From an optimization exercise on the open Yosys and OpenROAD flow, aimed at small area; shortcuts taken in it are not production practice.
Where RTL was checked, it was by simulation tests only, not by an equivalence proof against the original.
The RTL of runs 5 and 6 was laid out without a check of its function.
Power and IR drop assume default switching activity. The clock port is modelled as an ideal driver; clocking choices that lean on that would not hold on a real chip.

==> design.v <==
package band_pkg;
  localparam int DEFAULT_FREQ_W    = 32;
  localparam int DEFAULT_NUM_BANDS = 8;
endpackage
module band_gt2 (
  input  logic [1:0] a,
  input  logic [1:0] nb,
  input  logic       c,
  output logic       y
);
  logic t;
  assign t = (a[0] & nb[0]) | (a[0] & c) | (nb[0] & c);
  assign y = (a[1] & nb[1]) | (a[1] & t) | (nb[1] & t);
endmodule
module band_gt2_first #(
  parameter bit CI = 1'b0
) (
  input  logic [1:0] a,
  input  logic [1:0] nb,
  output logic       y
);
  logic t;
  assign t = CI ? (a[0] | nb[0]) : (a[0] & nb[0]);
  assign y = (a[1] & nb[1]) | (a[1] & t) | (nb[1] & t);
endmodule
module band_gt #(
  parameter int W  = 32,
  parameter bit GE = 1'b0
) (
  input  logic [W-1:0] a,
  input  logic [W-1:0] nb,
  output logic         gt
);
  logic [W/2:1] c;
  band_gt2_first #(.CI(GE)) u_first (.a(a[1:0]), .nb(nb[1:0]), .y(c[1]));
  for (genvar i = 1; i < W / 2; i++) begin : g_stage
    band_gt2 u_stage (.a(a[2*i+1:2*i]), .nb(nb[2*i+1:2*i]), .c(c[i]), .y(c[i+1]));
  end
  assign gt = c[W/2];
endmodule
module band_mux #(
  parameter int N = 7
) (
  input  logic [N-1:0] d,
  input  logic [N-1:0] s,
  output logic         y
);
  assign y = |(d & s);
endmodule
module band_add_bit #(
  parameter bit K = 1'b0
) (
  input  logic f,
  input  logic c,
  output logic s,
  output logic co
);
  assign s  = f ^ c ^ K;
  assign co = K ? (f | c) : (f & c);
endmodule
module band_inc_bit #(
  parameter bit K = 1'b0
) (
  input  logic x,
  input  logic p,
  input  logic c,
  output logic s,
  output logic pn
);
  if (K) begin : g_one
    assign pn = p | x;
    assign s  = ~(x ^ (c | p));
  end else begin : g_zero
    assign pn = p & x;
    assign s  = x ^ (c & p);
  end
endmodule
module band_add_const #(
  parameter int           W   = 32,
  parameter logic [W-1:0] K   = 1,
  parameter int           U   = W,
  localparam int          LSB = $clog2(K & -K),
  localparam bit          KU  = K[W-1]
) (
  input  logic [W-1:LSB] x,
  output logic [W-1:LSB] s,
  output logic           co
);
  logic [U:LSB+1] c;
  logic [W:U+1]   p;
  assign s[LSB]   = ~x[LSB];
  assign c[LSB+1] = x[LSB];
  for (genvar i = LSB + 1; i < U; i++) begin : g_bit
    band_add_bit #(.K(K[i])) u_bit (.f(x[i]), .c(c[i]), .s(s[i]), .co(c[i+1]));
  end
  assign s[U]   = x[U] ^ c[U] ^ KU;
  assign p[U+1] = x[U];
  for (genvar i = U + 1; i < W; i++) begin : g_run
    band_inc_bit #(.K(KU)) u_bit (.x(x[i]), .p(p[i]), .c(c[U]), .s(s[i]), .pn(p[i+1]));
  end
  assign co = KU ? (c[U] | p[W]) : (c[U] & p[W]);
endmodule
module band_dom #(
  parameter int W = 16
) (
  input  logic [W-1:0] a,
  input  logic [W-1:0] nb,
  output logic         p
);
  assign p = &(a | nb);
endmodule
module band_gt_split #(
  parameter int W  = 32,
  parameter int L  = 16,
  parameter bit GE = 1'b0
) (
  input  logic [W-1:0] a,
  input  logic [W-1:0] nb,
  output logic         gt
);
  logic c_lo, g_hi, p_hi;
  band_gt  #(.W(L), .GE(GE)) u_lo (.a(a[L-1:0]), .nb(nb[L-1:0]), .gt(c_lo));
  band_gt  #(.W(W - L))      u_hi (.a(a[W-1:L]), .nb(nb[W-1:L]), .gt(g_hi));
  band_dom #(.W(W - L))      u_p  (.a(a[W-1:L]), .nb(nb[W-1:L]), .p(p_hi));
  assign gt = g_hi | (p_hi & c_lo);
endmodule
module band_match
#(
  parameter int  FREQ_W    = 32,
  parameter int  NUM_BANDS = 8,
  parameter int  HYST_HZ   = 10000,
  parameter int  HIT_SPLIT = 24,
  localparam int IDX_W     = $clog2(NUM_BANDS)
) (
  input  logic [FREQ_W-1:0]                nfreq,
  input  logic [NUM_BANDS-1:1][FREQ_W-1:0] lo,
  input  logic [NUM_BANDS-1:1][FREQ_W-1:0] hi,
  input  logic [NUM_BANDS-1:1]             en,
  input  logic [IDX_W-1:0]                 cur_band,
  output logic [NUM_BANDS-1:1]             hit,
  output logic                             hyst
);
  localparam logic [FREQ_W-1:0] HYST  = FREQ_W'(HYST_HZ);
  localparam logic [FREQ_W-1:0] NHYST = -HYST;
  localparam int HLSB = $clog2(HYST & -HYST);
  localparam int HRUN = $clog2(HYST + 1);
  logic [NUM_BANDS-1:1] lo_gt, hi_gt;
  for (genvar k = 1; k < NUM_BANDS; k++) begin : g_band
    band_gt_split #(.W(FREQ_W), .L(HIT_SPLIT)) u_lo (.a(lo[k]), .nb(nfreq), .gt(lo_gt[k]));
    band_gt_split #(.W(FREQ_W), .L(HIT_SPLIT)) u_hi (.a(hi[k]), .nb(nfreq), .gt(hi_gt[k]));
    assign hit[k] = en[k] & ~lo_gt[k] & hi_gt[k];
  end
  logic [NUM_BANDS-1:1] cur_oh;
  logic [FREQ_W-1:0]    cur_lo, cur_hi;
  logic [FREQ_W-1:0]    nf_plus, nf_minus;
  logic                 plus_fits, f_lt_h, win_lo_gt, win_hi_gt;
  for (genvar k = 1; k < NUM_BANDS; k++) begin : g_cur
    assign cur_oh[k] = (cur_band == IDX_W'(k));
  end
  for (genvar i = 0; i < FREQ_W; i++) begin : g_mux
    logic [NUM_BANDS-1:1] lo_i, hi_i;
    for (genvar k = 1; k < NUM_BANDS; k++) begin : g_k
      assign lo_i[k] = lo[k][i];
      assign hi_i[k] = hi[k][i];
    end
    band_mux #(.N(NUM_BANDS - 1)) u_lo (.d(lo_i), .s(cur_oh), .y(cur_lo[i]));
    band_mux #(.N(NUM_BANDS - 1)) u_hi (.d(hi_i), .s(cur_oh), .y(cur_hi[i]));
  end
  assign nf_plus[HLSB-1:0]  = nfreq[HLSB-1:0];
  assign nf_minus[HLSB-1:0] = nfreq[HLSB-1:0];
  band_add_const #(.W(FREQ_W), .K(NHYST), .U(HRUN)) u_plus (
    .x(nfreq[FREQ_W-1:HLSB]), .s(nf_plus[FREQ_W-1:HLSB]), .co(plus_fits));
  band_add_const #(.W(FREQ_W), .K(HYST), .U(HRUN)) u_minus (
    .x(nfreq[FREQ_W-1:HLSB]), .s(nf_minus[FREQ_W-1:HLSB]), .co(f_lt_h));
  band_gt_split #(.W(FREQ_W)) u_win_lo (.a(cur_lo), .nb(nf_plus),  .gt(win_lo_gt));
  band_gt_split #(.W(FREQ_W)) u_win_hi (.a(cur_hi), .nb(nf_minus), .gt(win_hi_gt));
  assign hyst = |(en & cur_oh)
             && !(plus_fits && win_lo_gt)
             && (nfreq != '0)
             && (f_lt_h || win_hi_gt);
endmodule
module band_filter_sequencer
#(
  parameter int  FREQ_W        = 32,
  parameter int  NUM_BANDS     = 8,
  parameter int  BREAK_CYCLES  = 4,
  parameter int  SETTLE_CYCLES = 8,
  parameter int  HYST_HZ       = 10000,
  localparam int IDX_W         = $clog2(NUM_BANDS)
) (
  input  logic                 clock,
  input  logic                 reset,
  input  logic [FREQ_W-1:0]    frequency,
  input  logic                 freq_valid,
  input  logic                 tx,
  input  logic                 tbl_we,
  input  logic [IDX_W-1:0]     tbl_addr,
  input  logic [FREQ_W-1:0]    tbl_lo,
  input  logic [FREQ_W-1:0]    tbl_hi,
  input  logic                 tbl_en,
  output logic [NUM_BANDS-1:0] filt_sel,
  output logic                 mute,
  output logic                 busy
);
  localparam int SEQ_MAX = SETTLE_CYCLES + BREAK_CYCLES;
  localparam int SEQ_W   = $clog2(SEQ_MAX + 1);
  localparam logic [SEQ_W-1:0] SEQ_BRK  = SEQ_W'(SEQ_MAX);
  localparam logic [SEQ_W-1:0] SEQ_LAST = SEQ_W'(SETTLE_CYCLES + 1);
  logic [FREQ_W-1:0]                nfreq_q;    
  logic [NUM_BANDS-1:1][FREQ_W-1:0] lo_q, hi_q;
  logic [NUM_BANDS-1:1]             en_q;
  logic [IDX_W-1:0]                 cur_q;
  logic [SEQ_W-1:0]                 seq_q;
  logic                             in_break;
  logic [NUM_BANDS-1:1]             hit, hit_q;
  logic                             hyst;
  logic [IDX_W-1:0]                 hcur_q, prio, cand_q;
  band_match #(
    .FREQ_W    (FREQ_W),
    .NUM_BANDS (NUM_BANDS),
    .HYST_HZ   (HYST_HZ)
  ) u_match (
    .nfreq    (nfreq_q),
    .lo       (lo_q),
    .hi       (hi_q),
    .en       (en_q),
    .cur_band (cur_q),
    .hit      (hit),
    .hyst     (hyst)
  );
  always_comb begin
    prio = '0;
    for (int k = NUM_BANDS - 1; k >= 1; k--)
      if (hit_q[k]) prio = IDX_W'(k);
  end
  always_ff @(posedge clock) begin
    for (int k = 1; k < NUM_BANDS; k++) begin
      if (tbl_we && tbl_addr == IDX_W'(k)) begin
        lo_q[k] <= tbl_lo;
        hi_q[k] <= tbl_hi;
      end
    end
  end
  assign in_break = (seq_q > SEQ_W'(SETTLE_CYCLES));
  always_ff @(posedge clock) begin
    if (reset) begin
      nfreq_q <= '1;
      en_q    <= '0;
      cur_q   <= '0;
      seq_q   <= '0;
      hit_q   <= '0;
      hcur_q  <= '0;
      cand_q  <= '0;
    end else begin
      hit_q  <= tx ? '0 : hit;
      hcur_q <= (hyst && !tx) ? cur_q : '0;
      cand_q <= (hcur_q != '0) ? hcur_q : prio;
      if (freq_valid) nfreq_q <= ~frequency;
      for (int k = 1; k < NUM_BANDS; k++)
        if (tbl_we && tbl_addr == IDX_W'(k)) en_q[k] <= tbl_en;
      if (in_break) begin
        seq_q <= seq_q - SEQ_W'(1);
        if (seq_q == SEQ_LAST) cur_q <= cand_q;
      end else if (cand_q != cur_q) begin
        seq_q <= SEQ_BRK;
      end else if (seq_q != '0) begin
        seq_q <= seq_q - SEQ_W'(1);
      end
    end
  end
  assign filt_sel = in_break ? '0 : (NUM_BANDS'(1) << cur_q);
  assign mute     = (seq_q != '0);
  assign busy     = (seq_q != '0);
endmodule
==> flow/run.sh <==
#!/bin/bash
# The standard layout, with the port buffers made from the smallest buffer cell.
set -euo pipefail
bash standard.sh 'BUFFER_PORTS_ARGS=-buffer_cell sky130_fd_sc_hd__buf_1' finish > make_finish.log 2>&1
==> standard.sh <==
#!/bin/bash
# synth_recipe.tcl (not shown) runs the flow's synth.tcl, then flattens the netlist and writes it again
# the make line also repeats each setting of config.mk as NAME=value (left out here)
make -C /OpenROAD-flow-scripts/flow DESIGN_CONFIG=/design/flow/config.mk WORK_HOME=/design/flow/orfs CLKGATE_MAP_FILE= SYNTH_SCRIPT=/design/flow/synth_recipe.tcl "${@:-finish}"
==> config.mk <==
export PLATFORM = sky130hd
export DESIGN_NAME = band_filter_sequencer
export DESIGN_NICKNAME = band_filter_sequencer
export VERILOG_FILES = /design/flow/design.v
export SDC_FILE = /design/flow/constraint.sdc
export NUM_CORES = 4
export LEC_CHECK = 0
export CAP_MARGIN = 20
export CORE_MARGIN = 2
export CORE_UTILIZATION = 40
export CTS_CLUSTER_DIAMETER = 150
export CTS_CLUSTER_SIZE = 25
export GPL_TIMING_DRIVEN = 0
export SLEW_MARGIN = 20
export SYNTH_HIERARCHICAL = 1
export SYNTH_MINIMUM_KEEP_SIZE = 0
==> constraint.sdc <==
create_clock -name core_clock -period 6.5 [get_ports {clock}]
set_input_delay 1.3000 -clock core_clock [delete_from_list [all_inputs] [get_ports {clock}]]
set_output_delay 1.3000 -clock core_clock [all_outputs]
set_load 0.01 [all_outputs]
==> summary.md, run 1 <==
| Metric | Value |
|---|---|
| Pin count of the biggest net entering global routing | 41 |
| DIE AREA | 64100 µm² |
| Initial core utilization | roughly two fifths |
| Via count | between 20k and 25k |
| Antenna-violating nets left | 0 |
| Initial antenna violation count | 6 |
| RSZ-0062 raised after global routing | false |
| Clock slew seen by the registers of the worst setup and hold paths | 110 ps |
| Share of layout cells above drive strength 1 | around 6.5% |
| HP Class | flip-flop to flip-flop |
| Num CTS Buffers | 24 |
| Drt pass-1 iters | 9 |
| P&R area growth vs syn | 13.2% |
| WL per Instance | between 20 and 25 µm |
| Layout net count | 2623 |
| Critical path type | flip-flop to flip-flop |
| Worst Setup End Kind | flip-flop |
| Crit path DAT | about 6600 ps |
| Total power per unit cell area | 223 nW/µm² |
| Post-DP HPWL | between 50000 and 60000 µm |
| Core Box Area | 61600 µm² |
| Final worst slack | roughly 430 ps |
| First-pass GRT wire length | approximately 110000 µm |
| Final setup violation count | 0 |
| Die H | between 200 and 300 µm |
| Worst-margin pin slew | about 1100 ps |
| Clk_skew | around 30 ps |
| Run status | finished clean |
| VDD IR max | roughly 250 µV |
| Vias in the first global route | 19.4k |
| Clock root buffer | clkbuf_16 |
| Sequential Power Share | 61.3% |
| DP Worst Slack | -596 ps |
| GRT overflow | 0 |
| Max-slew headroom | 27.8% |
| Die span in x | around 250 µm |
| Std-Cell Rows | 91 |
| Seq/Total Area, Yosys | approximately 59% |
| CTS tree | yes |
| Io pins | 115 |
| Startpoint types | flip-flop |
| Most frequent cells in the layout | edfxtp_1, nand2_1, o22ai_1 |
| DR iter-0 viols | 2190 |
| DR vias/cell | between 6 and 7 |
| Met3 Resource Use GR | 2.71% |
| EDFF count, synth | 448 |
| Met2 Usage GRT | 39.9% |
| Clock power share | 28.0% |
| F_max | 0.165 GHz |
| Syn_nets | 2427 |
| Most common cell after layout, fill and taps aside | edfxtp_1 |
| Combinational share of power | 10.7% |
| Post-synth cell types | 47 |
| Insertion delay to the later sink of the worst-skew pair | ~610 ps |
| Tmin final | 6070 ps |
| Leak | 9.15 nW |
| Placed Area | 27300 µm² |
| Slew Limit Fails | 0 |
| Met1 usage | around 30% |
| Internal | 4.65 mW |
| Fin crit share | 93.4% |
| Post-synthesis instance area | around 25000 µm² |
| Ranking of synthesized cells by area | edfxtp_1, o22ai_1, a21oi_1 |
| Final instance area | 28100 µm² |
| DRC | 0 |
| Sw Pwr | between 1.5 and 2 mW |
| Crit path max fanout | 22 |
| GR peak layer | met2 |
| Post-detailed-routing wire length | 76600 µm |
| Overall Global Routing Usage | 23.0% |
| CTS max path bufs | 3 |
| Gate Count Post-Synth | 2301 |
| H-tree depth | 1 |
| Syn avg cell area | 10.8 µm² |
| RD Place Congestion | roughly 0.87 |
| Hold-fix buffer count after cts | 0 |
| Synth area leader | edfxtp_1 |
| Async S/R FF share, synth | 0% |
| Sw Share | 25.8% |
| Synth Flop Type | edfxtp_1 |
| Synth top area share | between 50% and 60% |
| Synthesized flop and latch total | approximately 500 |
| Final hold violations | 0 |
| MaxCap Viol Count | 0 |
| I/O Buffers | 113 |
| Worst endpoint required time | around 7000 ps |
| Clk sink count | 507 |
| Yosys synthesis warning count | 7 |
==> cells in the mapped netlist, drive strengths merged (40+ instances only) <==
master and count:
edfxtp 448, o22ai 296, a21oi 267, nand2b 40
nand3 64, nand2 296, dfxtp 59, inv 43
nor2 95, a22oi 128, o21ai 263, a222oi 64
==> metrics by stage <==
stage | power [mW] | instances | TNS [ps] | util (%) | hold WS [ps]
4_1_cts | 6.29 | 3346 | 0 | 45.5 | 516
3_5_place_dp | 4.57 | 3302 | -1770 | 44.4 | 487
2_1_floorplan | 4.29 | 2301 | 0 | - | 460
6_report | 6.26 | 3354 | 0 | 45.7 | 517
5_1_grt | 6.49 | 3354 | 0 | 45.7 | 545
3_3_place_gp | 4.52 | 3251 | -613050 | 42.8 | 496
==> Yosys stat by module, one instance, submodules excluded, a selection <==
module	cell area [µm²]	flops+latches	copies in the design
band_filter_sequencer	15900	507	1
band_gt2	20.0	0	224
==> power groups by stage <==
stage / clock network, mW / registers (mW) / logic (mW)
floorplan: 0 / 3.86 / 0.424
global placement: 0 / 3.93 / 0.597
detailed placement: 0 / 3.91 / 0.654
CTS: 1.80 / 3.84 / 0.657
global route: 1.89 / 3.86 / 0.737
finish: 1.75 / 3.84 / 0.668
==> worst paths after layout <==
path / from / slack, ps / to / cells after the start
setup / recovery: nfreq_q[14] / 430 / hcur_q[0] / 26
hold / removal: hcur_q[1] / 520 / cand_q[1] / 2
setup reg to reg: nfreq_q[14] / 430 / hcur_q[0] / 26
hold reg to reg: hcur_q[1] / 520 / cand_q[1] / 2
==> area by class of cell <==
class                      instances  area [µm²]
fill                            5615       33500
antenna                            2        5.00
buffer                            17        78.8
inverter                          43         165
multi-input combinational       1734       10100
clock buffer                      42         668
timing repair buffer             170        1370
clock inverter                     2        36.3
sequential                       507       14700
tap                              837        1050
==> registers in the layout (all words and copies together), names as in the netlist <==
name,flops
cand_q,3
cur_q,3
en_q,7
hcur_q,3
hi_q,224
hit_q,7
lo_q,224
nfreq_q,32
seq_q,4
==> repair_timing <==
action                                  4_1_cts  5_1_grt
gates cloned                                  0        0
setup buffers                                 0        6
endpoints found under the setup margin        3        3
pin swaps                                     0        1
resized for setup                             7        4
==> cell families (layout without fill, tap and decap cells) <==
kind of cell	after synthesis	in the layout	synth area share (%)
flops	507	507	58.9
buf+inv	60	274	0.967
xor+xnor	41	41	1.44
other cells	0	2	0
mux	8	8	0.373
simple gates	587	587	11.1
compound gates	1077	1077	26.2
fa+ha+maj	21	21	1.06
==> per-layer routing <==
layer | share of wire [%] | wire, µm | up-vias
met4 | 3.7 | 2800 | 8
met3 | 6.2 | 4730 | 140
met5 | 0.063 | 48 | -
li1 | - | - | 9680
met1 | 42 | 31800 | 10200
met2 | 49 | 37100 | 808
==> worst max-delay path, cell delays in order (launching register included) <==
cell      delay, ps
dfxtp_1         590
or2_1           370
or2_1           240
or2_1           240
or2_1           240
or2_1           240
or2_1           240
or2_1           240
or2_1           230
or2_1           240
or2_1           240
or2_1           240
or2_1           240
or2_1           240
or2_1           250
or2_1           250
or2_1           240
nor2_1          120
xor2_1          250
o22ai_1         130
nor2_1          100
and4_1          180
a21o_1          110
nand2_1          50
o221ai_2        130
nor2_1          130
and3_1          180
==> run 2: changes to the inputs <==
--- a/config.mk
+++ b/config.mk
@@ -10,7 +10,6 @@
 export CORE_UTILIZATION = 40
 export CTS_CLUSTER_DIAMETER = 150
 export CTS_CLUSTER_SIZE = 25
-export GPL_TIMING_DRIVEN = 0
 export SLEW_MARGIN = 20
 export SYNTH_HIERARCHICAL = 1
 export SYNTH_MINIMUM_KEEP_SIZE = 0
==> summary.md, run 2 <==
| Metric | Value |
|---|---|
| Run status | finished clean (unchanged) |
| H-tree depth | 1 (unchanged) |
| Slowest CP cell | dfxtp_1 (unchanged) |
| Synthesized flop and latch total | 507 (unchanged) |
| Post-detailed-routing wire length | 77000 µm (was 76600 µm) |
| Worst endpoint required time | 7060 ps (was 6990 ps) |
| Setup tns final | 0 ps (unchanged) |
| RSZ-0062 raised after global routing | false (unchanged) |
| Adder-cell share of the synthesized area | 1.06% (unchanged) |
| Fin crit share | 93.3% (was 93.4%) |
| Initial antenna violation count | 5 (was 6) |
| CTS tree | yes (unchanged) |
| P&R area growth vs syn | 10.6% (was 13.2%) |
| Ranking of synthesized cells by area | edfxtp_1, o22ai_1, a21oi_1 (unchanged) |
| Leak | 8.95 nW (was 9.15 nW) |
| Post-synth cell types | 47 (unchanged) |
| Final hold violations | 0 (unchanged) |
| DRC | 0 (unchanged) |
| HP Class | flip-flop to flip-flop (unchanged) |
| Pin count of the biggest net entering global routing | 65 (was 41) |
| Seq/Total Area, Yosys | 58.9% (unchanged) |
| Resized Gates After CTS | 0 (was 7) |
| Clk_skew | 47.8 ps (was 30.3 ps) |
| Post-synth top cells | edfxtp_1, nand2_1, o22ai_1, a21oi_1, o21ai_1 (unchanged) |
| Std-Cell Rows | 91 (unchanged) |
| WL met2 | 37500 µm (was 37100 µm) |
| Top cell by count, worst path | o21ai_1 (was or2_1) |
| Clock root buffer | clkbuf_16 (unchanged) |
| DIE AREA | 64100 µm² (unchanged) |
| Final setup violation count | 0 (unchanged) |
| Most frequent cell after synthesis | edfxtp_1 (unchanged) |
| DR vias/cell | 6.26 (was 6.21) |
| Via count | 20.9k (was 20.8k) |
| Clock slew seen by the registers of the worst setup and hold paths | 110 ps (about the same) |
| Most common cell after layout, fill and taps aside | edfxtp_1 (unchanged) |
| First-pass GRT wire length | 115000 µm (was 113000 µm) |
| Die span in x | 253 µm (unchanged) |
| CTS max path bufs | 3 (unchanged) |
| Combinational share of power | 11.4% (was 10.7%) |
| Critical path type | flip-flop to flip-flop (unchanged) |
| Met3 wire len | 5370 µm (was 4730 µm) |
| Startpoint types | flip-flop (unchanged) |
| Sw Share | 25.7% (was 25.8%) |
| Clock power share | 28.0% (about the same) |
| Synth top area share | 54.1% (unchanged) |
| Core Box Area | 61600 µm² (unchanged) |
| Hold-fix buffer count after cts | 0 (unchanged) |
| XOR/XNOR Fraction of Synth Area | 1.44% (unchanged) |
| Clk sink count | 507 (unchanged) |
| VDD IR max | 201 µV (was 248 µV) |
| # Post-CTS Setup Buffers | 0 (unchanged) |
| Num CTS Buffers | 24 (unchanged) |
| Syn avg cell area | 10.8 µm² (unchanged) |
| Yosys synthesis warning count | 7 (unchanged) |
| RD Place Congestion | 0.896 (was 0.868) |
| DP Worst Slack | 717 ps (was -596 ps) |
| Synth area leader | edfxtp_1 (unchanged) |
| Share of layout cells above drive strength 1 | 5.48% (was 6.48%) |
| Worst-margin pin slew | 1050 ps (was 1080 ps) |
| Crit path max fanout | 24 (was 22) |
| Post-synthesis instance area | 24900 µm² (unchanged) |
| WL per Instance | 23.1 µm (was 22.8 µm) |
| EDFF count, synth | 448 (unchanged) |
| Largest family of logic cells by synthesized area | compound AO/OA/AOI/OAI gates (unchanged) |
| Final worst slack | 435 ps (was 432 ps) |
| CP peak stage delay | 910 ps (was 590 ps) |
| Max-slew headroom | 30.3% (was 27.8%) |
| F_max | 0.165 GHz (about the same) |
| Total power per unit cell area | 227 nW/µm² (was 223 nW/µm²) |
| Initial core utilization | 40.3% (unchanged) |
| Synth Area in Simple Gates | 11.1% (unchanged) |
| Uppermost layer routed | met5 (unchanged) |
| Sequential Power Share | 60.6% (was 61.3%) |
| WL met1 | 31800 µm (about the same) |
| Overall Global Routing Usage | 23.3% (was 23.0%) |
| Sw Pwr | 1.60 mW (was 1.61 mW) |
| Mux contribution to synthesized area | 0.373% (unchanged) |
| Internal | 4.63 mW (was 4.65 mW) |
| I/O Buffers | 114 (was 113) |
| Finished Core Util | 44.6% (was 45.7%) |
| Fraction of the mapped netlist area in compound gates | 26.2% (unchanged) |
| Antenna-violating nets left | 0 (unchanged) |
| Io pins | 115 (unchanged) |
| Gate Count Post-Synth | 2301 (unchanged) |
| Syn_nets | 2427 (unchanged) |
| MaxCap Viol Count | 0 (unchanged) |
| Synth Flop Type | edfxtp_1 (unchanged) |
| Vias in the first global route | 19.4k (about the same) |
| Layout net count | 2608 (was 2623) |
| Insertion delay to the later sink of the worst-skew pair | 610 ps (about the same) |
| Die H | 253 µm (unchanged) |
| Regs by FF count | hi_q x224, lo_q x224, nfreq_q x32 (unchanged) |
| Crit path DAT | 6630 ps (was 6550 ps) |
| Drt pass-1 iters | 8 (was 9) |
| Tmin final | 6060 ps (was 6070 ps) |
| Post-DP HPWL | 53100 µm (was 55500 µm) |
| Async S/R FF share, synth | 0% (unchanged) |
| DR iter-0 viols | 2363 (was 2190) |
| Worst Setup End Kind | flip-flop (unchanged) |
| Slew Limit Fails | 0 (unchanged) |
| Most frequent cells in the layout | edfxtp_1, nand2_1, o22ai_1 (unchanged) |
| GRT overflow | 0 (unchanged) |
run 2: final timing paths:
path | from | to | depth (start not counted) | slack [ps]
max | nfreq_q[0] | hit_q[1] | 28 | 440
min | en_q[7] | en_q[7] | 2 | 530
max reg2reg | nfreq_q[0] | hit_q[1] | 28 | 440
min reg2reg | en_q[7] | en_q[7] | 2 | 530
run 2: per-module statistics from Yosys (local to each module, per instance), excerpt:
| module | area [µm²] | times used | cells |
|---|---|---|---|
| band_filter_sequencer | 15900 | 1 | 738 |
| band_gt2 | 20.0 | 224 | 4 |
run 2: logic make-up (layout without fill, tap and decap cells):
logic type,after synthesis,count (layout)
DFF,507,507
and+or+nand+nor,587,587
muxes,8,8
other,0,1
AOI/OAI and AO/OA,1077,1077
buffers and inverters,60,259
xor gates and xnor gates,41,41
adders and majority gates,21,21
run 2: power by group through the flow:
| stage | clock [mW] | combinational [mW] | sequential, mW |
|---|---|---|---|
| global route | 1.90 | 0.786 | 3.79 |
| floorplan | 0 | 0.424 | 3.86 |
| detailed placement | 0 | 0.706 | 3.85 |
| finish | 1.75 | 0.712 | 3.77 |
| global placement | 0 | 0.684 | 3.84 |
| CTS | 1.79 | 0.708 | 3.77 |
run 2: critical path: cells and delay by family (launching register included):
kind               cells  cell delay [ps]
AOI/OAI and AO/OA     24             4610
DFF                    1              910
and+or+nand+nor        4              490
run 2: final cells by class:
type                       count  area (µm²)
fill                        5729       34100
sequential                   507       14600
multi-input combinational   1734       10100
tap                          837        1050
timing repair buffer         172         866
clock buffer                  42         668
inverter                      43         161
clock inverter                 2        36.3
antenna                        1        2.50
run 2: through the flow:
step / power, mW / instance area, µm² / instances / hold WS (ps)
final: 6.23 / 27500 / 3338 / 526
after global routing: 6.48 / 27500 / 3338 / 548
after CTS: 6.27 / 27500 / 3337 / 527
after detailed placement: 4.55 / 26800 / 3293 / 501
after global placement: 4.52 / 26800 / 3293 / 503
after floorplan: 4.29 / 24900 / 2301 / 460
run 2: metal layers:
metal | track usage, % | up-vias
met2 | 40.1 | 851
met4 | 7.96 | 8
met3 | 3.10 | 132
li1 | - | 9648
met5 | 0 | -
met1 | 30.2 | 10300
==> run 3: changes to the inputs <==
==> run.sh (new file) <==
#!/bin/bash
# synth_recipe.tcl (not shown) runs the flow's synth.tcl, then flattens the netlist and writes it again
# the make line also repeats each setting of config.mk as NAME=value (left out here)
make -C /OpenROAD-flow-scripts/flow DESIGN_CONFIG=/design/flow/config.mk WORK_HOME=/design/flow/orfs CLKGATE_MAP_FILE= SYNTH_SCRIPT=/design/flow/synth_recipe.tcl finish
removed: flow/run.sh
removed: standard.sh
==> summary.md, run 3 <==
| Metric | Value |
|---|---|
| Tmin final | 5860 ps (was 6060 ps) |
| RD Place Congestion | 0.904 (was 0.896) |
| Met2 Usage GRT | 41.3% (was 40.1%) |
| Most common cell after layout, fill and taps aside | edfxtp_1 (unchanged) |
| Met3 Resource Use GR | 2.81% (was 3.10%) |
| MaxCap Viol Count | 0 (unchanged) |
| Clk sink count | 507 (unchanged) |
| Pin count of the biggest net entering global routing | 66 (was 65) |
| DR vias/cell | 6.30 (was 6.26) |
| P&R area growth vs syn | 13.5% (was 10.6%) |
| Antenna-violating nets left | 0 (unchanged) |
| Synth Flop Type | edfxtp_1 (unchanged) |
| Syn_nets | 2427 (unchanged) |
| Synthesized flop and latch total | 507 (unchanged) |
| Worst-margin pin slew | 1170 ps (was 1050 ps) |
| Post-synth top cells | edfxtp_1, nand2_1, o22ai_1, a21oi_1, o21ai_1 (unchanged) |
| Slew Limit Fails | 0 (unchanged) |
| Drt pass-1 iters | 9 (was 8) |
| Post-Layout Cell Count | 3334 (was 3338) |
| Seq/Total Area, Yosys | 58.9% (unchanged) |
| Io pins | 115 (unchanged) |
| Setup tns final | 0 ps (unchanged) |
| CTS max path bufs | 3 (unchanged) |
| Worst Setup End Kind | flip-flop (unchanged) |
| Final setup violation count | 0 (unchanged) |
| GR peak layer | met2 (unchanged) |
| Worst r2r path cells | 28 (unchanged) |
| Resized Gates After CTS | 0 (unchanged) |
| Final hold violations | 0 (unchanged) |
| Post-detailed-routing wire length | 78200 µm (was 77000 µm) |
| H-tree depth | 1 (unchanged) |
| Startpoint types | flip-flop (unchanged) |
| Clock slew seen by the registers of the worst setup and hold paths | 100 ps (was 110 ps) |
| EDFF count, synth | 448 (unchanged) |
| Max-slew headroom | 22.3% (was 30.3%) |
| CP peak stage delay | 570 ps (was 910 ps) |
| Post-DP HPWL | 52500 µm (was 53100 µm) |
| Std-Cell Rows | 91 (unchanged) |
| First-pass GRT wire length | 117000 µm (was 115000 µm) |
| Met1 usage | 31.0% (was 30.2%) |
| Hold-fix buffer count after cts | 0 (unchanged) |
| Combinational share of power | 12.3% (was 11.4%) |
| Sequential Power Share | 59.7% (was 60.6%) |
| Async S/R FF share, synth | 0% (unchanged) |
| Worst endpoint required time | 7000 ps (was 7060 ps) |
| GRT overflow | 0 (unchanged) |
| F_max | 0.171 GHz (was 0.165 GHz) |
| Share of layout cells above drive strength 1 | 5.37% (was 5.48%) |
| Slowest CP cell | dfxtp_1 (unchanged) |
| Critical path type | flip-flop to flip-flop (unchanged) |
| Gate Count Post-Synth | 2301 (unchanged) |
| Num CTS Buffers | 24 (unchanged) |
| Hold depth | 2 (unchanged) |
| RSZ-0062 raised after global routing | false (unchanged) |
| Synth area leader | edfxtp_1 (unchanged) |
| Initial antenna violation count | 1 (was 5) |
| Most frequent cell after synthesis | edfxtp_1 (unchanged) |
| Crit path max fanout | 23 (was 24) |
| Fin crit share | 90.2% (was 93.3%) |
| I/O Buffers | 114 (unchanged) |
| Synth top area share | 54.1% (unchanged) |
| Total power per unit cell area | 224 nW/µm² (was 227 nW/µm²) |
| Clk_skew | 26.4 ps (was 47.8 ps) |
| Insertion delay to the later sink of the worst-skew pair | 600 ps (was 610 ps) |
| VDD IR max | 188 µV (was 201 µV) |
| Ranking of synthesized cells by area | edfxtp_1, o22ai_1, a21oi_1 (unchanged) |
| HP Class | flip-flop to flip-flop (unchanged) |
| Placed Instances | 3290 (was 3293) |
| Fin Hold WS | 504 ps (was 526 ps) |
| DIE AREA | 64100 µm² (unchanged) |
| Yosys synthesis warning count | 7 (unchanged) |
| CTS tree | yes (unchanged) |
| Crit path DAT | 6360 ps (was 6630 ps) |
| Die H | 253 µm (unchanged) |
| Regs by FF count | hi_q x224, lo_q x224, nfreq_q x32 (unchanged) |
| Clock power share | 28.0% (about the same) |
| Internal | 4.71 mW (was 4.63 mW) |
| Leak | 9.25 nW (was 8.95 nW) |
| Initial core utilization | 40.3% (unchanged) |
| Core Box Area | 61600 µm² (unchanged) |
| Most frequent cells in the layout | edfxtp_1, nand2_1, o22ai_1 (unchanged) |
| Sw Share | 25.5% (was 25.7%) |
| Sw Pwr | 1.61 mW (was 1.60 mW) |
| DR iter-0 viols | 2400 (was 2363) |
| Via count | 21.0k (was 20.9k) |
| Die span in x | 253 µm (unchanged) |
| Overall Global Routing Usage | 23.8% (was 23.3%) |
| # Post-CTS Setup Buffers | 0 (unchanged) |
| Run status | finished clean (unchanged) |
| Clock root buffer | clkbuf_16 (unchanged) |
| # diodes | 0 (was 1) |
| Layout net count | 2605 (was 2608) |
| Post-synth cell types | 47 (unchanged) |
| Post-synthesis instance area | 24900 µm² (unchanged) |
| Syn avg cell area | 10.8 µm² (unchanged) |
| WL per Instance | 23.5 µm (was 23.1 µm) |
| Top cell by count, worst path | o21ai_1 (unchanged) |
| Vias in the first global route | 20.0k (was 19.4k) |
| DRC | 0 (unchanged) |
[run 3: changes by cell type in the layout (fill, tap and decap cells not counted)]
cell / change
clkbuf_2: -1
clkinv_8: -1
buf_1: -112
clkbuf_16: +1
buf_2: +1
clkdlybuf4s50_1: +112
diode_2: -1
buf_12: +2
buf_4: -5
[run 3: kinds of logic after synthesis]
logic type               synth area share (%)
flip-flops                               58.9
buffers and inverters                   0.967
adder cells (fa/ha/maj)                  1.06
AND/OR/NAND/NOR                          11.1
XOR/XNOR                                 1.44
AO/OA/AOI/OAI                            26.2
multiplexers                            0.373
[run 3: layout make-up]
| type | instances | area, µm² |
|---|---|---|
| multi-input cells | 1734 | 10100 |
| well taps | 837 | 1050 |
| clock buffers | 43 | 693 |
| repair buffers | 169 | 1570 |
| clock inverters | 1 | 20.0 |
| fillers | 5646 | 33400 |
| inverters | 43 | 161 |
| flip-flops and latches | 507 | 14600 |
[run 3: through the flow]
step	area (µm²)	utilization, %	power [mW]	setup slack [ps]
after detailed placement	27500	44.6	4.61	771
after CTS	28200	45.8	6.35	757
after global routing	28200	45.8	6.57	198
after floorplan	24900	-	4.29	2.07
after global placement	27500	44.6	4.59	887
final	28200	45.8	6.32	639
[run 3: power groups by stage]
stage / registers [mW] / logic [mW] / clock network (mW)
floorplan: 3.86 / 0.424 / 0
global placement: 3.84 / 0.750 / 0
detailed placement: 3.84 / 0.772 / 0
CTS: 3.77 / 0.774 / 1.81
global route: 3.79 / 0.853 / 1.93
finish: 3.77 / 0.780 / 1.77
[run 3: final timing paths]
path / to / slack (ps) / start
setup / recovery: hit_q[2] / 640 / nfreq_q[0]
hold / removal: en_q[7] / 500 / en_q[7]
setup reg to reg: hit_q[2] / 640 / nfreq_q[0]
hold reg to reg: en_q[7] / 500 / en_q[7]
[run 3: layer usage]
metal | vias to the layer above | share of wire (%)
met3 | 143 | 7.0
met4 | 0 | 3.2
met5 | - | 0
li1 | 9620 | -
met1 | 10300 | 41
met2 | 923 | 49
[run 3: Yosys stat by module, one instance, submodules excluded, a selection]
module	area [µm²]	flops+latches
band_gt2	20.0	0
band_filter_sequencer	15900	507
[run 3: worst max-delay path: cells and delay by family (launching register included)]
family	cells	cell delay, ps
and+or+nand+nor	3	320
buffers and inverters	1	340
DFF	1	570
AOI/OAI and AO/OA	24	4500
==> run 4: changes to the inputs <==
--- a/config.mk
+++ b/config.mk
@@ -8,8 +8,6 @@
 export CAP_MARGIN = 20
 export CORE_MARGIN = 2
 export CORE_UTILIZATION = 40
-export CTS_CLUSTER_DIAMETER = 150
-export CTS_CLUSTER_SIZE = 25
 export SLEW_MARGIN = 20
 export SYNTH_HIERARCHICAL = 1
 export SYNTH_MINIMUM_KEEP_SIZE = 0
==> summary.md, run 4 <==
| Metric | Value |
|---|---|
| Run status | finished clean (unchanged) |
| EDFF count, synth | 448 (unchanged) |
| GRT overflow | 0 (unchanged) |
| Worst Setup End Kind | flip-flop (unchanged) |
| Total power per unit cell area | 263 nW/µm² (was 224 nW/µm²) |
| Insertion delay to the later sink of the worst-skew pair | 640 ps (was 600 ps) |
| Post-synth cell types | 47 (unchanged) |
| Syn_nets | 2427 (unchanged) |
| MaxCap Viol Count | 0 (unchanged) |
| Post-synth top cells | edfxtp_1, nand2_1, o22ai_1, a21oi_1, o21ai_1 (unchanged) |
| Most frequent cell after synthesis | edfxtp_1 (unchanged) |
| Seq/Total Area, Yosys | 58.9% (unchanged) |
| Tot Pwr | 7.71 mW (was 6.32 mW) |
| Overall Global Routing Usage | 24.3% (was 23.8%) |
| P&R area growth vs syn | 18.0% (was 13.5%) |
| Regs by FF count | hi_q x224, lo_q x224, nfreq_q x32 (unchanged) |
| Yosys synthesis warning count | 7 (unchanged) |
| Gate Count Post-Synth | 2301 (unchanged) |
| Max-slew headroom | 23.7% (was 22.3%) |
| Initial core utilization | 40.3% (unchanged) |
| Most frequent cells in the layout | edfxtp_1, nand2_1, o22ai_1 (unchanged) |
| Share of layout cells above drive strength 1 | 7.35% (was 5.37%) |
| Synth top area share | 54.1% (unchanged) |
| Die H | 253 µm (unchanged) |
| CTS tree | yes (unchanged) |
| Top cell by count, worst path | o21ai_1 (unchanged) |
| I/O Buffers | 114 (unchanged) |
| Tmin final | 5860 ps (about the same) |
| Async S/R FF share, synth | 0% (unchanged) |
| Final hold violations | 0 (unchanged) |
| Pin count of the biggest net entering global routing | 66 (unchanged) |
| Worst endpoint required time | 7000 ps (about the same) |
| Final instance area | 29300 µm² (was 28200 µm²) |
| Synth area leader | edfxtp_1 (unchanged) |
| Synthesized flop and latch total | 507 (unchanged) |
| Syn avg cell area | 10.8 µm² (unchanged) |
| DP Worst Slack | 771 ps (unchanged) |
| Crit path max fanout | 23 (unchanged) |
| Num CTS Buffers | 57 (was 24) |
| First-pass GRT wire length | 119000 µm (was 117000 µm) |
| Synth Flop Type | edfxtp_1 (unchanged) |
| WL per Instance | 23.4 µm (was 23.5 µm) |
| Most common cell after layout, fill and taps aside | edfxtp_1 (unchanged) |
| Leak | 9.80 nW (was 9.25 nW) |
| Layout net count | 2638 (was 2605) |
| Via count | 21.3k (was 21.0k) |
| Core Box Area | 61600 µm² (unchanged) |
| Vias in the first global route | 20.5k (was 20.0k) |
| DR iter-0 viols | 2324 (was 2400) |
| Startpoint types | flip-flop (unchanged) |
| RSZ-0062 raised after global routing | false (unchanged) |
| H-tree depth | 2 (was 1) |
| Critical path type | flip-flop to flip-flop (unchanged) |
| F_max | 0.171 GHz (about the same) |
| Slowest CP cell | dfxtp_1 (unchanged) |
| HP Class | flip-flop to flip-flop (unchanged) |
| Drt pass-1 iters | 7 (was 9) |
| Final worst slack | 643 ps (was 639 ps) |
| CTS max path bufs | 3 (unchanged) |
| Crit path DAT | 6360 ps (about the same) |
| DRC | 0 (unchanged) |
| Post-synthesis instance area | 24900 µm² (unchanged) |
| Die span in x | 253 µm (unchanged) |
| DR vias/cell | 6.28 (was 6.30) |
| Fin crit share | 90.1% (was 90.2%) |
| Slew Limit Fails | 0 (unchanged) |
| Placed Area | 27500 µm² (unchanged) |
| Worst-margin pin slew | 1140 ps (was 1170 ps) |
| Final setup violation count | 0 (unchanged) |
| Post-DP HPWL | 52500 µm (unchanged) |
| Setup tns final | 0 ps (unchanged) |
| Antenna-violating nets left | 0 (unchanged) |
| Std-Cell Rows | 91 (unchanged) |
| DIE AREA | 64100 µm² (unchanged) |
| Hold-fix buffer count after cts | 0 (unchanged) |
| Clk sink count | 507 (unchanged) |
| # diodes | 0 (unchanged) |
| RD Place Congestion | 0.904 (unchanged) |
| Clk_skew | 31.9 ps (was 26.4 ps) |
| Ranking of synthesized cells by area | edfxtp_1, o22ai_1, a21oi_1 (unchanged) |
| Post-detailed-routing wire length | 79500 µm (was 78200 µm) |
| VDD IR max | 176 µV (was 188 µV) |
| Clock root buffer | clkbuf_16 (unchanged) |
| Initial antenna violation count | 1 (unchanged) |
| Clock slew seen by the registers of the worst setup and hold paths | 60 ps (was 100 ps) |
| CP peak stage delay | 550 ps (was 570 ps) |
| Resized Gates After CTS | 0 (unchanged) |
| # Post-CTS Setup Buffers | 0 (unchanged) |
| Io pins | 115 (unchanged) |
## run 4: cell counts after synthesis
No cell type changed its count.
## run 4: final cells by class
class,instances,area (µm²)
well taps,837,1050
repair buffers,169,1570
clock inverters,22,201
inverters,43,161
fillers,5549,32300
flip-flops and latches,507,14600
clock buffers,84,1630
multi-input cells,1734,10100
## run 4: logic make-up (layout without fill, tap and decap cells)
logic type	after synthesis	in the layout	share of synthesized area, %
buf+inv	60	318	0.967
flops	507	507	58.9
fa+ha+maj	21	21	1.06
compound gates	1077	1077	26.2
simple gates	587	587	11.1
mux	8	8	0.373
xor+xnor	41	41	1.44
## run 4: final timing paths
kind              endpoint  slack [ps]  cells after the start        from
setup / recovery  hit_q[2]         640                     28  nfreq_q[0]
setup reg to reg  hit_q[2]         640                     28  nfreq_q[0]
hold / removal     en_q[2]         510                      2     en_q[2]
hold reg to reg    en_q[2]         510                      2     en_q[2]
## run 4: Yosys stat by module, one instance, submodules excluded, excerpt
module	cells inside	copies in the design	flip-flops and latches	cell area, µm²
band_filter_sequencer	738	1	507	15900
band_gt2	4	224	0	20.0
## run 4: through the flow
step / hold slack, ps / util, % / instances
global placement: 491 / 44.6 / 3290
floorplan: 460 / - / 2301
CTS: 498 / 47.6 / 3396
global route: 527 / 47.6 / 3396
finish: 505 / 47.6 / 3396
detailed placement: 491 / 44.6 / 3290
## run 4: power breakdown
part / leakage (nW) / internal (mW) / total [mW] / switching [mW]
registers: 4.55 / 3.67 / 3.78 / 0.108
clock network: 0.891 / 1.82 / 3.15 / 1.32
logic: 4.36 / 0.306 / 0.782 / 0.477
total: 9.80 / 5.80 / 7.71 / 1.91
## run 4: critical path, delay by kind of cell, from the launching register on
kind / cells / cell delay (ps)
flops: 1 / 550
buf+inv: 1 / 340
compound gates: 24 / 4490
simple gates: 3 / 310
## run 4: routing by layer
metal	vias up	wire length [µm]	GRT usage, %
met5	-	0	0
met4	0	2910	9.79
met3	195	5440	3.31
met2	980	38600	41.7
met1	10400	32500	30.9
li1	9725	-	-
==> run 5: changes to the inputs <==
--- a/design.v
+++ b/design.v
@@ -129,7 +129,6 @@
   parameter int  FREQ_W    = 32,
   parameter int  NUM_BANDS = 8,
   parameter int  HYST_HZ   = 10000,
-  parameter int  HIT_SPLIT = 24,
   localparam int IDX_W     = $clog2(NUM_BANDS)
 ) (
   input  logic [FREQ_W-1:0]                nfreq,
@@ -146,8 +145,8 @@
   localparam int HRUN = $clog2(HYST + 1);
   logic [NUM_BANDS-1:1] lo_gt, hi_gt;
   for (genvar k = 1; k < NUM_BANDS; k++) begin : g_band
-    band_gt_split #(.W(FREQ_W), .L(HIT_SPLIT)) u_lo (.a(lo[k]), .nb(nfreq), .gt(lo_gt[k]));
-    band_gt_split #(.W(FREQ_W), .L(HIT_SPLIT)) u_hi (.a(hi[k]), .nb(nfreq), .gt(hi_gt[k]));
+    band_gt #(.W(FREQ_W)) u_lo (.a(lo[k]), .nb(nfreq), .gt(lo_gt[k]));
+    band_gt #(.W(FREQ_W)) u_hi (.a(hi[k]), .nb(nfreq), .gt(hi_gt[k]));
     assign hit[k] = en[k] & ~lo_gt[k] & hi_gt[k];
   end
   logic [NUM_BANDS-1:1] cur_oh;
==> summary.md, run 5 <==
| Metric | Value |
|---|---|
| F_max | 0.162 GHz (was 0.171 GHz) |
| Vias in the first global route | 19.3k (was 20.5k) |
| Clk_skew | 10.1 ps (was 31.9 ps) |
| Worst-margin pin slew | 1070 ps (was 1140 ps) |
| Synth Flop Type | edfxtp_1 (unchanged) |
| Clock slew seen by the registers of the worst setup and hold paths | 60 ps (about the same) |
| DRC | 0 (unchanged) |
| Run status | finished clean (unchanged) |
| Tmin final | 6190 ps (was 5860 ps) |
| Fin crit share | 95.2% (was 90.1%) |
| DP Worst Slack | -20.7 ps (was 771 ps) |
| Setup tns final | 0 ps (unchanged) |
| Final hold violations | 0 (unchanged) |
| Post-detailed-routing wire length | 76900 µm (was 79500 µm) |
| P&R area growth vs syn | 20.4% (was 18.0%) |
| Final setup violation count | 0 (unchanged) |
| RD Place Congestion | 0.877 (was 0.904) |
| XOR/XNOR Fraction of Synth Area | 1.48% (was 1.44%) |
| Regs by FF count | hi_q x224, lo_q x224, nfreq_q x32 (unchanged) |
| Max-slew headroom | 28.6% (was 23.7%) |
| Overall Global Routing Usage | 23.6% (was 24.3%) |
| EDFF count, synth | 448 (unchanged) |
| Post-DP HPWL | 51800 µm (was 52500 µm) |
| CP top delay family | compound AO/OA/AOI/OAI gates (unchanged) |
| H-tree depth | 2 (unchanged) |
| Via count | 20.7k (was 21.3k) |
| Synth area leader | edfxtp_1 (unchanged) |
| Top cell by count, worst path | inv_1 (was o21ai_1) |
| WL per Instance | 23.4 µm (about the same) |
| Critical path type | flip-flop to flip-flop (unchanged) |
| Final worst slack | 311 ps (was 643 ps) |
| Syn avg cell area | 10.9 µm² (was 10.8 µm²) |
| Die span in x | 250 µm (was 253 µm) |
| Post-synth top cells | edfxtp_1, nand2_1, a21oi_1, o22ai_1, o21ai_1 (was edfxtp_1, nand2_1, o22ai_1, a21oi_1, o21ai_1) |
| Slowest CP cell | dfxtp_4 (was dfxtp_1) |
| Seq/Total Area, Yosys | 60.2% (was 58.9%) |
| Crit path DAT | 6680 ps (was 6360 ps) |
| RSZ-0062 raised after global routing | true (was false) |
| Post-synthesis instance area | 24300 µm² (was 24900 µm²) |
| Die H | 250 µm (was 253 µm) |
| MaxCap Viol Count | 0 (unchanged) |
| Mux contribution to synthesized area | 0.381% (was 0.373%) |
| Synth Area in Simple Gates | 10.6% (was 11.1%) |
| CTS tree | yes (unchanged) |
| Syn_nets | 2357 (was 2427) |
| Ranking of synthesized cells by area | edfxtp_1, o22ai_1, a21oi_1 (unchanged) |
| DIE AREA | 62700 µm² (was 64100 µm²) |
| Num CTS Buffers | 55 (was 57) |
| Core Box Area | 60200 µm² (was 61600 µm²) |
| CP bufs+invs | 12 (was 1) |
| Clk sink count | 507 (unchanged) |
| Largest family of logic cells by synthesized area | compound AO/OA/AOI/OAI gates (unchanged) |
| Io pins | 115 (unchanged) |
| Pin count of the biggest net entering global routing | 65 (was 66) |
| HP Class | flip-flop to flip-flop (unchanged) |
| Hold-fix buffer count after cts | 0 (unchanged) |
| Crit path max fanout | 15 (was 23) |
| Most common cell after layout, fill and taps aside | edfxtp_1 (unchanged) |
| Startpoint types | flip-flop (unchanged) |
| Slew Limit Fails | 0 (unchanged) |
| Async S/R FF share, synth | 0% (unchanged) |
| CP peak stage delay | 380 ps (was 550 ps) |
| Post-synth cell types | 46 (was 47) |
| CTS max path bufs | 3 (unchanged) |
| Yosys synthesis warning count | 7 (unchanged) |
| Initial antenna violation count | 2 (was 1) |
| First-pass GRT wire length | 114000 µm (was 119000 µm) |
| GRT overflow | 0 (unchanged) |
| Insertion delay to the later sink of the worst-skew pair | 600 ps (was 640 ps) |
| Drt pass-1 iters | 10 (was 7) |
| Gate Count Post-Synth | 2231 (was 2301) |
| Most frequent cells in the layout | edfxtp_1, nand2_1, a21oi_1 (was edfxtp_1, nand2_1, o22ai_1) |
| FILL cells | 5326 (was 5549) |
| VDD IR max | 167 µV (was 176 µV) |
| Total power per unit cell area | 259 nW/µm² (was 263 nW/µm²) |
| Most frequent cell after synthesis | edfxtp_1 (unchanged) |
| Worst Setup End Kind | flip-flop (unchanged) |
| Share of layout cells above drive strength 1 | 12.0% (was 7.35%) |
| Synthesized flop and latch total | 507 (unchanged) |
| DR iter-0 viols | 2507 (was 2324) |
| Fraction of the mapped netlist area in compound gates | 25.2% (was 26.2%) |
| Antenna-violating nets left | 0 (unchanged) |
| Leak | 9.84 nW (was 9.80 nW) |
| Std-Cell Rows | 90 (was 91) |
| Clock root buffer | clkbuf_16 (unchanged) |
| DR vias/cell | 6.30 (was 6.28) |
| Layout net count | 2592 (was 2638) |
| I/O Buffers | 114 (unchanged) |
| Adder-cell share of the synthesized area | 1.08% (was 1.06%) |
| Worst endpoint required time | 6990 ps (was 7000 ps) |
| Initial core utilization | 40.3% (about the same) |
| Synth top area share | 55.4% (was 54.1%) |
[run 5: power breakdown]
group	switching, mW	leakage [nW]	internal, mW
Clock	1.26	0.842	1.75
Combinational	0.459	4.45	0.310
Sequential	0.107	4.55	3.67
Total	1.83	9.84	5.73
[run 5: tightest hold or removal path, cell delays in order, from the launching register on]
cell      delay [ps]
dfxtp_1          330
o21ai_0           80
nand2b_1          70
[run 5: through the flow]
stage | instances | util (%) | total power, mW | hold WS (ps) | instance area [µm²]
finish | 3291 | 48.5 | 7.56 | 503 | 29200
global route | 3291 | 48.5 | 7.82 | 531 | 29200
CTS | 3285 | 47.8 | 7.57 | 506 | 28800
detailed placement | 3186 | 44.9 | 4.57 | 487 | 27100
global placement | 3185 | 44.9 | 4.54 | 469 | 27000
floorplan | 2231 | - | 4.25 | 460 | 24300
[run 5: kinds of logic (layout without fill, tap and decap cells)]
logic type / count (synthesis) / count (layout)
compound gates: 1021 / 1021
xor+xnor: 41 / 41
fa+ha+maj: 21 / 21
buf+inv: 60 / 337
flops: 507 / 507
mux: 8 / 8
other cells: 0 / 1
simple gates: 573 / 573
[run 5: repair_timing]
| action | CTS | global route |
|---|---|---|
| endpoints found under the setup margin | 4 | 10 |
| gates cloned | 0 | 0 |
| resized for setup | 3 | 107 |
| pin swaps | 0 | 51 |
| setup buffers | 0 | 5 |
[run 5: modules after synthesis (local to each module, per instance), excerpt]
| module | cells | times used |
|---|---|---|
| band_gt2 | 4 | 238 |
| band_filter_sequencer | 738 | 1 |
[run 5: path summary, 6_finish.rpt]
check / from / to / slack (ps) / cells after the start
max: nfreq_q[5] / hcur_q[2] / 310 / 42
min: nfreq_q[6] / nfreq_q[6] / 500 / 2
max reg2reg: nfreq_q[5] / hcur_q[2] / 310 / 42
min reg2reg: nfreq_q[6] / nfreq_q[6] / 500 / 2
[run 5: cell type report]
class	instances	area, µm²	area share (%)
Inverter	43	161	0.552
Multi-Input combinational cell	1664	9920	33.9
Clock buffer	72	1520	5.21
Tap cell	782	978	3.35
Antenna cell	1	2.50	0.00856
Sequential cell	507	14700	50.1
Timing Repair Buffer	195	1810	6.20
Clock inverter	27	199	0.680
[run 5: routing by layer]
metal / routed length [µm] / global-route usage, %
met3: 6250 / 3.31
met4: 2110 / 8.57
met2: 37100 / 39.8
met5: 16 / 0
met1: 31400 / 31.2
==> run 6: changes to the inputs <==
==> flow/run.sh (new file) <==
#!/bin/bash
# The standard layout, with the port buffers made from the smallest buffer cell and a clock
# tree of larger sink clusters without dummy balancing loads.
set -euo pipefail
bash standard.sh \
  'BUFFER_PORTS_ARGS=-buffer_cell sky130_fd_sc_hd__buf_1' \
  'CTS_ARGS=-sink_clustering_enable -repair_clock_nets -sink_clustering_size 30 -sink_clustering_max_diameter 150 -dont_use_dummy_load' \
  finish > make_finish.log 2>&1
==> standard.sh (new file) <==
#!/bin/bash
# synth_recipe.tcl (not shown) runs the flow's synth.tcl, then flattens the netlist and writes it again
# the make line also repeats each setting of config.mk as NAME=value (left out here)
make -C /OpenROAD-flow-scripts/flow DESIGN_CONFIG=/design/flow/config.mk WORK_HOME=/design/flow/orfs CLKGATE_MAP_FILE= SYNTH_SCRIPT=/design/flow/synth_recipe.tcl "${@:-finish}"
--- a/config.mk
+++ b/config.mk
@@ -8,6 +8,7 @@
 export CAP_MARGIN = 20
 export CORE_MARGIN = 2
 export CORE_UTILIZATION = 40
+export SETUP_SLACK_MARGIN = 0.15
 export SLEW_MARGIN = 20
 export SYNTH_HIERARCHICAL = 1
 export SYNTH_MINIMUM_KEEP_SIZE = 0
removed: run.sh
==> summary.md, run 6 <==
| Metric | Value |
|---|---|
| Run status | finished clean (unchanged) |
| Setup tns final | 0 ps (unchanged) |
| Antenna-violating nets left | 0 (unchanged) |
| Seq/Total Area, Yosys | 60.2% (unchanged) |
| Final worst slack | 371 ps (was 311 ps) |
| Startpoint types | flip-flop (unchanged) |
| Synth Flop Type | edfxtp_1 (unchanged) |
| Syn avg cell area | 10.9 µm² (unchanged) |
| Share of layout cells above drive strength 1 | 15.8% (was 12.0%) |
| DRC | 0 (unchanged) |
| Crit path max fanout | 5 (was 15) |
| Drt pass-1 iters | 10 (unchanged) |
| Synthesized flop and latch total | 507 (unchanged) |
| Async S/R FF share, synth | 0% (unchanged) |
| WL per Instance | 23.7 µm (was 23.4 µm) |
| Post-DP HPWL | 51800 µm (about the same) |
| H-tree depth | 1 (was 2) |
| Post-synth top cells | edfxtp_1, nand2_1, a21oi_1, o22ai_1, o21ai_1 (unchanged) |
| Final setup violation count | 0 (unchanged) |
| Initial antenna violation count | 10 (was 2) |
| Post-synth cell types | 46 (unchanged) |
| DIE AREA | 62700 µm² (unchanged) |
| DR iter-0 viols | 2316 (was 2507) |
| Synth area leader | edfxtp_1 (unchanged) |
| Clk_skew | 17.4 ps (was 10.1 ps) |
| Final hold violations | 0 (unchanged) |
| Worst Hold Path EP | en_q[7] (was nfreq_q[6]) |
| Total power per unit cell area | 215 nW/µm² (was 259 nW/µm²) |
| Hold-fix buffer count after cts | 0 (unchanged) |
| CTS tree | yes (unchanged) |
| I/O Buffers | 114 (unchanged) |
| Clk sink count | 507 (unchanged) |
| CP peak stage delay | 380 ps (about the same) |
| Regs by FF count | hi_q x224, lo_q x224, nfreq_q x32 (unchanged) |
| Num CTS Buffers | 20 (was 55) |
| Reg-to-reg critical path endpoint | hit_q[7] (was hcur_q[2]) |
| Core Box Area | 60200 µm² (unchanged) |
| CTS max path bufs | 3 (unchanged) |
| RD Place Congestion | 0.850 (was 0.877) |
| Die span in x | 250 µm (unchanged) |
| HP Class | flip-flop to flip-flop (unchanged) |
| Most common cell after layout, fill and taps aside | edfxtp_1 (unchanged) |
| Post-detailed-routing wire length | 76400 µm (was 76900 µm) |
| Ranking of synthesized cells by area | edfxtp_1, o22ai_1, a21oi_1 (unchanged) |
| Clock root buffer | clkbuf_16 (unchanged) |
| Critical path type | flip-flop to flip-flop (unchanged) |
| Max-slew headroom | 21.9% (was 28.6%) |
| Insertion delay to the later sink of the worst-skew pair | 570 ps (was 600 ps) |
| Tmin final | 6130 ps (was 6190 ps) |
| Fin crit share | 94.3% (was 95.2%) |
| Pin count of the biggest net entering global routing | 65 (unchanged) |
| Setup slack, reg-to-reg | 370 ps (was 310 ps) |
| First-pass GRT wire length | 111000 µm (was 114000 µm) |
| Layout net count | 2568 (was 2592) |
| Hold depth | 2 (unchanged) |
| DP Worst Slack | 96.7 ps (was -20.7 ps) |
| Crit path DAT | 6590 ps (was 6680 ps) |
| Synth top area share | 55.4% (unchanged) |
| MaxCap Viol Count | 0 (unchanged) |
| VDD IR max | 148 µV (was 167 µV) |
| Initial core utilization | 40.3% (unchanged) |
| Io pins | 115 (unchanged) |
| EDFF count, synth | 448 (unchanged) |
| Post-synthesis instance area | 24300 µm² (unchanged) |
| P&R area growth vs syn | 15.8% (was 20.4%) |
| Most frequent cell after synthesis | edfxtp_1 (unchanged) |
| Worst-margin pin slew | 1170 ps (was 1070 ps) |
| Top cell by count, worst path | o21ai_2 (was inv_1) |
| Worst r2r path cells | 37 (was 42) |
| Worst Setup End Kind | flip-flop (unchanged) |
| Clock slew seen by the registers of the worst setup and hold paths | 110 ps (was 60 ps) |
| Yosys synthesis warning count | 7 (unchanged) |
| Worst r2r src | nfreq_q[0] (was nfreq_q[5]) |
| Syn_nets | 2357 (unchanged) |
| Via count | 20.3k (was 20.7k) |
| Std-Cell Rows | 90 (unchanged) |
| F_max | 0.163 GHz (was 0.162 GHz) |
| Most frequent cells in the layout | edfxtp_1, nand2_1, a21oi_1 (unchanged) |
| GRT overflow | 0 (unchanged) |
| Vias in the first global route | 18.5k (was 19.3k) |
| Slowest CP cell | dfxtp_4 (unchanged) |
| HP Start | en_q[7] (was nfreq_q[6]) |
| Die H | 250 µm (unchanged) |
| DR vias/cell | 6.30 (about the same) |
| Overall Global Routing Usage | 22.9% (was 23.6%) |
| Leak | 9.14 nW (was 9.84 nW) |
| FILL cells | 5462 (was 5326) |
| Slew Limit Fails | 0 (unchanged) |
| RSZ-0062 raised after global routing | true (unchanged) |
| Gate Count Post-Synth | 2231 (unchanged) |
| Worst endpoint required time | 6970 ps (was 6990 ps) |
## run 6: cell counts after synthesis
No cell type changed its count.
## run 6: final cells by class
type	count	area (µm²)	share of cell area [%]
diodes	4	10.0	0.0356
clock buffers	20	500	1.78
inverters	43	161	0.574
multi-input cells	1664	10600	37.5
flip-flops and latches	507	14700	52.1
well taps	782	978	3.48
repair buffers	206	1270	4.52
## run 6: cell families after synthesis
family / after synthesis / synth area share [%]
compound gates: 1021 / 25.2
simple gates: 573 / 10.6
flops: 507 / 60.2
buf+inv: 60 / 0.989
xor+xnor: 41 / 1.48
fa+ha+maj: 21 / 1.08
mux: 8 / 0.381
## run 6: what timing repair did
action	CTS	global route
resized for setup	8	243
gates cloned	0	3
pin swaps	2	233
setup buffers	0	11
hold endpoints to repair	0	0
endpoints found under the setup margin	9	10
## run 6: worst max path at each step
| stage | startpoint | endpoint | slack (ps) | cells past startpoint |
|---|---|---|---|---|
| floorplan | nfreq_q[5] | hcur_q[0] | 860 | 42 |
| global placement | nfreq_q[1] | hit_q[2] | 170 | 36 |
| detailed placement | nfreq_q[1] | hit_q[4] | 100 | 37 |
| CTS | nfreq_q[0] | hit_q[4] | 70 | 38 |
| global route | nfreq_q[0] | hit_q[4] | 20 | 39 |
| finish | nfreq_q[0] | hit_q[7] | 370 | 37 |
## run 6: power by group
group          switching [mW]  internal [mW]  total, mW  leakage [nW]
logic                   0.471          0.280      0.750          4.34
registers               0.116           3.66       3.78          4.55
clock network           0.949          0.560       1.51         0.246
total                    1.54           4.50       6.04          9.14
## run 6: metal layers
metal / GRT usage (%) / vias to the layer above / part of all wire, %
met1: 30.7 / 10000 / 41
met3: 3.09 / 140 / 7.2
met5: 0 / - / 0.11
met4: 6.59 / 12 / 2.8
li1: - / 9321 / -
met2: 39.0 / 851 / 48
## run 6: Yosys stat by module, one instance, submodules excluded, excerpt
module | cells inside | flops+latches | area, µm²
band_gt2 | 4 | 0 | 20.0
band_filter_sequencer | 738 | 507 | 15900
## run 6: metrics by stage
| step | hold WS, ps | cells | power, mW | instance area [µm²] | utilization (%) |
|---|---|---|---|---|---|
| after global placement | 491 | 3187 | 4.48 | 26300 | 43.7 |
| final | 516 | 3226 | 6.04 | 28100 | 46.7 |
| after floorplan | 460 | 2231 | 4.25 | 24300 | - |
| after global routing | 537 | 3224 | 6.26 | 28100 | 46.7 |
| after CTS | 516 | 3208 | 5.97 | 26900 | 44.7 |
| after detailed placement | 499 | 3188 | 4.50 | 26400 | 43.8 |
## run 6: worst max-delay path, delay by kind of cell (launching register included)
family	cells	cell delay [ps]
buffers and inverters	3	420
AND/OR/NAND/NOR	3	390
AO/OA/AOI/OAI	31	4830
flip-flops	1	380
==> run 7: changes to the inputs <==
--- a/design.v
+++ b/design.v
@@ -129,6 +129,7 @@
   parameter int  FREQ_W    = 32,
   parameter int  NUM_BANDS = 8,
   parameter int  HYST_HZ   = 10000,
+  parameter int  HIT_SPLIT = 24,
   localparam int IDX_W     = $clog2(NUM_BANDS)
 ) (
   input  logic [FREQ_W-1:0]                nfreq,
@@ -145,8 +146,8 @@
   localparam int HRUN = $clog2(HYST + 1);
   logic [NUM_BANDS-1:1] lo_gt, hi_gt;
   for (genvar k = 1; k < NUM_BANDS; k++) begin : g_band
-    band_gt #(.W(FREQ_W)) u_lo (.a(lo[k]), .nb(nfreq), .gt(lo_gt[k]));
-    band_gt #(.W(FREQ_W)) u_hi (.a(hi[k]), .nb(nfreq), .gt(hi_gt[k]));
+    band_gt_split #(.W(FREQ_W), .L(HIT_SPLIT)) u_lo (.a(lo[k]), .nb(nfreq), .gt(lo_gt[k]));
+    band_gt_split #(.W(FREQ_W), .L(HIT_SPLIT)) u_hi (.a(hi[k]), .nb(nfreq), .gt(hi_gt[k]));
     assign hit[k] = en[k] & ~lo_gt[k] & hi_gt[k];
   end
   logic [NUM_BANDS-1:1] cur_oh;
--- a/config.mk
+++ b/config.mk
@@ -8,7 +8,6 @@
 export CAP_MARGIN = 20
 export CORE_MARGIN = 2
 export CORE_UTILIZATION = 40
-export SETUP_SLACK_MARGIN = 0.15
 export SLEW_MARGIN = 20
 export SYNTH_HIERARCHICAL = 1
 export SYNTH_MINIMUM_KEEP_SIZE = 0
==> summary.md, run 7 <==
| Metric | Value |
|---|---|
| Post-detailed-routing wire length | 76600 µm (was 76400 µm) |
| Core Box Area | 61600 µm² (was 60200 µm²) |
| Startpoint types | flip-flop (unchanged) |
| Die H | 253 µm (was 250 µm) |
| Post-synth top cells | edfxtp_1, nand2_1, o22ai_1, a21oi_1, o21ai_1 (was edfxtp_1, nand2_1, a21oi_1, o22ai_1, o21ai_1) |
| Synthesized flop and latch total | 507 (unchanged) |
| Clk_skew | 27.7 ps (was 17.4 ps) |
| Sequential cell area | 14600 µm² (was 14700 µm²) |
| Post-DP HPWL | 53100 µm (was 51800 µm) |
| Final instance area | 27300 µm² (was 28100 µm²) |
| Post-synth cell types | 47 (was 46) |
| Yosys synthesis warning count | 7 (unchanged) |
| First-pass GRT wire length | 115000 µm (was 111000 µm) |
| MaxCap Viol Count | 0 (unchanged) |
| Post-synthesis instance area | 24900 µm² (was 24300 µm²) |
| Hold-fix buffer count after cts | 0 (unchanged) |
| Total power per unit cell area | 219 nW/µm² (was 215 nW/µm²) |
| Num CTS Buffers | 20 (unchanged) |
| Drt pass-1 iters | 13 (was 10) |
| Crit path DAT | 6610 ps (was 6590 ps) |
| Final hold violations | 0 (unchanged) |
| Synth top area share | 54.1% (was 55.4%) |
| Leak | 8.87 nW (was 9.14 nW) |
| F_max | 0.163 GHz (about the same) |
| CTS max path bufs | 3 (unchanged) |
| Setup tns final | 0 ps (unchanged) |
| Syn_nets | 2427 (was 2357) |
| EDFF count, synth | 448 (unchanged) |
| FILL cells | 5733 (was 5462) |
| DR vias/cell | 6.31 (was 6.30) |
| DRC | 0 (unchanged) |
| Run status | finished clean (unchanged) |
| HP Class | flip-flop to flip-flop (unchanged) |
| Synth Flop Type | edfxtp_1 (unchanged) |
[run 7: final cells by class]
class / count / share of cell area [%]
Timing Repair Buffer: 173 / 3.24
Multi-Input combinational cell: 1734 / 36.9
Clock buffer: 20 / 1.83
Inverter: 43 / 0.591
Tap cell: 837 / 3.84
Sequential cell: 507 / 53.6
Antenna cell: 1 / 0.00917
[run 7: per-module statistics from Yosys (local to each module, per instance), excerpt]
module	cells inside	cell area [µm²]	flip-flops and latches
band_gt2	4	20.0	0
band_filter_sequencer	738	15900	507
[run 7: logic make-up after synthesis]
group | share of synthesized area, %
buffers and inverters | 0.967
DFF | 58.9
AOI/OAI and AO/OA | 26.2
xor gates and xnor gates | 1.44
adders and majority gates | 1.06
and+or+nand+nor | 11.1
muxes | 0.373
[run 7: per-layer routing]
metal	share of wire, %	vias up	GRT usage, %	wire length [µm]
met4	3.4	8	7.71	2590
met3	7.4	146	3.19	5700
met1	41	10200	30.0	31300
met5	0.064	-	0	49
li1	-	9619	-	-
met2	48	935	40.0	37000
[run 7: report_power, final]
part | switching [mW] | internal (mW) | total [mW]
registers | 0.112 | 3.66 | 3.77
logic | 0.461 | 0.251 | 0.712
clock network | 0.944 | 0.559 | 1.50
total | 1.52 | 4.47 | 5.99
[run 7: critical path, stage by stage (launching register included)]
cell	delay (ps)
dfxtp_1	930
a31oi_1	180
nor2_1	230
a21oi_1	100
o21ai_1	220
o22ai_1	110
o21ai_1	220
o22ai_1	120
o21ai_1	280
o22ai_1	140
o21ai_1	260
a21oi_1	110
o21ai_1	280
o22ai_1	120
o21ai_1	310
o22ai_1	140
o21ai_1	240
o22ai_1	120
o21ai_1	400
o22ai_1	160
o21ai_1	250
a21oi_1	120
o21ai_1	220
o22ai_1	110
o21ai_1	310
a21o_1	170
nor2_1	40
and2_1	130
[run 7: path summary, 6_finish.rpt]
| kind | startpoint | to | slack, ps | cells after the start |
|---|---|---|---|---|
| max | nfreq_q[0] | hit_q[1] | 360 | 27 |
| min | en_q[6] | en_q[6] | 520 | 2 |
| max reg2reg | nfreq_q[0] | hit_q[1] | 360 | 27 |
| min reg2reg | en_q[6] | en_q[6] | 520 | 2 |
[run 7: stage by stage]
step                      std cells  hold slack, ps  total power, mW  utilization, %  setup WS (ps)
final                          3315             525             5.99            44.3            357
after global placement         3293             503             4.52            43.5            825
after detailed placement       3293             501             4.55            43.5            717
after global routing           3315             548             6.22            44.3           59.4
after CTS                      3313             528             6.02            44.3            641
after floorplan                2301             460             4.29               -           2.07

Setup slack of run 7, layout unchanged: 0.357 ns with ideal ports, 0.357 ns with driving cells assumed (clock clkbuf_16, inputs buf_2), 0.357 ns with port delays also shifted by the 0.622 ns mid clock arrival.
